This is an optimization exercise on Yosys and OpenROAD, whose aim is small area and a short achievable clock period, not a production implementation.
At most, simulation tests tie the RTL to the original design; equivalence was not proved.
Power is estimated from default activity; no workload was simulated.

// mem_model_top
module mem_model_top (
  input  wire         glb_clk,
  input  wire         reset,
  input  wire         req_valid,
  input  wire         req_write,
  input  wire [30:0]  req_addr,
  input  wire [1:0]   req_size,
  input  wire         req_sign_ext,
  input  wire [63:0]  req_wdata,
  output wire         rsp_valid,
  output wire [63:0]  rsp_data
);
Size in the first run: about 4100 cells after synthesis, roughly 1600 flip-flops, about 170 I/O pins, about 64000 um^2 of cells after synthesis.
==> flow/config.mk <==
export PLATFORM = sky130hd
export DESIGN_NAME = mem_model_top
export DESIGN_NICKNAME = mem_model_top
export VERILOG_FILES = /design/flow/design.v
export SDC_FILE = /design/flow/constraint.sdc
export NUM_CORES = 4
export LEC_CHECK = 0
export CAP_MARGIN = 20
export CORE_MARGIN = 2
export CORE_UTILIZATION = 40
export PLACE_DENSITY = 0.7
export SETUP_SLACK_MARGIN = 5
export SLEW_MARGIN = 20
export TNS_END_PERCENT = 0
==> flow/constraint.sdc <==
create_clock -name core_clock -period 9.0 [get_ports {glb_clk}]
set_input_delay 1.8000 -clock core_clock [delete_from_list [all_inputs] [get_ports {glb_clk}]]
set_output_delay 1.8000 -clock core_clock [all_outputs]
set_load 0.01 [all_outputs]
run.sh (not shown) runs the stock make flow with config.mk's settings and CLKGATE_MAP_FILE= SYNTH_SCRIPT=/design/flow/synth_recipe.tcl, a recipe that flattens the netlist after the stock synthesis.
Edit:
--- a/flow/config.mk
+++ b/flow/config.mk
@@ -11 +10,0 @@
-export PLACE_DENSITY = 0.7
@@ -14 +13 @@
-export TNS_END_PERCENT = 0
+export TNS_END_PERCENT = 10
After rerunning:
- die area is unchanged
- design area rose by 0.82%
- clock power went up by 8.0%
Edit:
==> flow/flow/run.sh (new file) <==
#!/bin/bash
# Standard ORFS layout, except that the port buffers are plain buf_2 cells
# (ORFS otherwise picks a slow delay buffer for them and never swaps it out).
set -euo pipefail
export BUFFER_PORTS_ARGS="-buffer_cell sky130_fd_sc_hd__buf_2"
bash standard.sh > standard.log 2>&1
==> flow/standard.sh (new file) <==
#!/bin/bash
# synth_recipe.tcl (not shown) runs the flow's synth.tcl, then flattens the netlist and writes it again
# the make line also repeats each setting of config.mk as NAME=value (left out here)
make -C /OpenROAD-flow-scripts/flow DESIGN_CONFIG=/design/flow/config.mk WORK_HOME=/design/flow/orfs CLKGATE_MAP_FILE= SYNTH_SCRIPT=/design/flow/synth_recipe.tcl "${@:-finish}"
--- a/flow/config.mk
+++ b/flow/config.mk
@@ -10,0 +11,3 @@
+export CTS_BUF_LIST = sky130_fd_sc_hd__clkbuf_16
+export CTS_CLUSTER_DIAMETER = 80
+export CTS_CLUSTER_SIZE = 24
@@ -13 +15,0 @@
-export TNS_END_PERCENT = 10
removed: flow/run.sh
The new run passed the timing, design-rule and antenna checks.
Core utilization came out higher by 1.3 points.
Worst setup slack is worse by 0.35 ns.
Clock power went down by a quarter to a third.
Synthesized area does not change.
Via count rises by a few percent.
First-iteration DRC count rises by roughly a tenth.
Routed wire length rose by roughly a tenth.
Count of clock-buffer cells in the layout goes down by 107.
Total power went down by about a fifth.
Global-route usage came out higher by 3.1 points.
Edit:
==> flow/run.sh (new file) <==
#!/bin/bash
# synth_recipe.tcl (not shown) runs the flow's synth.tcl, then flattens the netlist and writes it again
# the make line also repeats each setting of config.mk as NAME=value (left out here)
make -C /OpenROAD-flow-scripts/flow DESIGN_CONFIG=/design/flow/config.mk WORK_HOME=/design/flow/orfs CLKGATE_MAP_FILE= SYNTH_SCRIPT=/design/flow/synth_recipe.tcl finish
--- a/flow/config.mk
+++ b/flow/config.mk
@@ -11,3 +10,0 @@
-export CTS_BUF_LIST = sky130_fd_sc_hd__clkbuf_16
-export CTS_CLUSTER_DIAMETER = 80
-export CTS_CLUSTER_SIZE = 24
removed: flow/flow/run.sh
removed: flow/standard.sh
Non-clock buffer count shrinks by 64.
Routed wire length fell by about 1.6%.
Power grows by 17%.
Global-route usage falls by 0.61 points.
Register-to-register slack improved by 0.19 ns.
Critical path depth went down by 12.
Clock-buffer cell count goes up by 131.
Utilization went up by 1.1 points.

--- another note on this design; it stands on its own ---

job 377:
==> flow/design.v (excerpt) <==
module mem_model_top (
  input  wire         glb_clk,
  input  wire         reset,
  input  wire         req_valid,
  input  wire         req_write,
  input  wire [30:0]  req_addr,
  input  wire [1:0]   req_size,
  input  wire         req_sign_ext,
  input  wire [63:0]  req_wdata,
  output wire         rsp_valid,
  output wire [63:0]  rsp_data
);
  localparam logic [63:0] lfsr_taps = mem_model_pkg::lfsr_taps;
  localparam logic [63:0] fill_seed = mem_model_pkg::fill_seed;
  logic [15:0] line_valid;
  logic [27:0] line_tag  [16];
  logic [63:0] line_data [16];
  logic [3:0]  fill_ptr;
  logic [63:0] fill_value;
  logic        rsp_valid_q;
  logic [63:0] rsp_data_q;
  logic        req;
  logic        store;
  logic [27:0] index;
  logic [2:0]  offset;
  logic [15:0] line_hit;
  logic        hit;
  logic [15:0] ptr_dec;
  logic [15:0] alloc;
  logic [63:0] read_word;
  assign req    = req_valid & ~reset;
  assign store  = req_write;
  assign index  = req_addr[30:3];
  assign offset = req_addr[2:0];
  always_comb begin
    for (int i = 0; i < 16; i++) begin
      line_hit[i] = line_valid[i] && (line_tag[i] == index);
      ptr_dec[i]  = (fill_ptr == 4'(i));
    end
  end
  assign hit = |line_hit;
  always_comb begin
    read_word = fill_value & {64{~hit}};
    for (int i = 0; i < 16; i++) begin
      read_word = read_word | (line_data[i] & {64{line_hit[i]}});
    end
  end
  logic [7:0]  size_lanes;
  logic [7:0]  byte_lanes;
  logic [63:0] wdata_rep;     
  logic [63:0] write_word;
  always_comb begin
    unique case (req_size)
      2'd0:    size_lanes = 8'h01;
      2'd1:    size_lanes = 8'h03;
      2'd2:    size_lanes = 8'h0f;
      default: size_lanes = 8'hff;
    endcase
    byte_lanes = size_lanes << offset;
    unique case (req_size)
      2'd0:    wdata_rep = {8{req_wdata[7:0]}};
      2'd1:    wdata_rep = {4{req_wdata[15:0]}};
      2'd2:    wdata_rep = {2{req_wdata[31:0]}};
      default: wdata_rep = req_wdata;
    endcase
    for (int b = 0; b < 8; b++) begin
      write_word[b*8 +: 8] = (store && byte_lanes[b]) ? wdata_rep[b*8 +: 8] : fill_value[b*8 +: 8];
    end
  end
  assign alloc = ptr_dec & {16{req & ~hit}};
  always_ff @(posedge glb_clk) begin
  ...
Size in the first run: roughly 4400 cells after synthesis, roughly 1600 flip-flops, ~170 I/O pins, ~0.066 mm^2 of cells after synthesis.
Settings: LEC_CHECK=0, CAP_MARGIN=20, CORE_MARGIN=2, CORE_UTILIZATION=40, SLEW_MARGIN=20; clock period 9.0 ns.
run.sh (not shown) runs the stock make flow with config.mk's settings and CLKGATE_MAP_FILE= SYNTH_SCRIPT=/design/flow/synth_recipe.tcl, a recipe that flattens the netlist after the stock synthesis.
#### Input delta (job 2623 over job 377)
Settings: SETUP_SLACK_MARGIN newly set to 5.
No run among job 377 and job 2623 stopped early or left any final violation; all are clean.
In job 2623, the core utilization came out 8.8 points above the value in job 377.
NOTE: total cell area at the placement stage in job 2623 exceeds that of job 377
Job 2623 does better than job 377 on final critical-path required period.
Cell depth of the worst min-delay path delta for job 2623 relative to job 377: 1 lower
No functional check of the RTL was part of any run of this note.

what the ideal ports hide:
How much do the figures lean on ideal ports? The routed layouts below were timed once more, with nothing changed but the port constraints.
Step 1: set_driving_cell puts a clkbuf_16 on glb_clk and a buf_2 on each other input, an assumption about the parent block.
Step 2 also shifts input and output timing later by t, the mid clock arrival at the registers, as if the neighbouring blocks saw the same clock.
Slacks: ideal / step 1 / step 2; pairs: ideal / step 1.
run | t, ns | setup slack, ns | worst setup path after step 2 | worst register clock-pin slew, ns
the first run of note 1 | 0.863 | 4.689 / 4.735 / 3.872 | input to register | 0.07 / 0.07
the second run of note 1 | 0.875 | 4.740 / 4.718 / 3.895 | input to register | 0.07 / 0.07
the third run of note 1 | 0.817 | 4.391 / 4.433 / 3.616 | input to register | 0.11 / 0.11
the fourth run of note 1 | 0.877 | 4.724 / 4.722 / 3.845 | input to register | 0.07 / 0.07
job 377 | 0.879 | 2.019 / 2.073 / 1.194 | input to register | 0.07 / 0.07
job 2623 | 0.871 | 4.170 / 4.073 / 3.202 | input to register | 0.07 / 0.07
After both steps every run listed still meets setup and hold. The setup slack of job 2623, which loses most, moves by -0.097 ns with the drivers and by -0.968 ns with both steps.
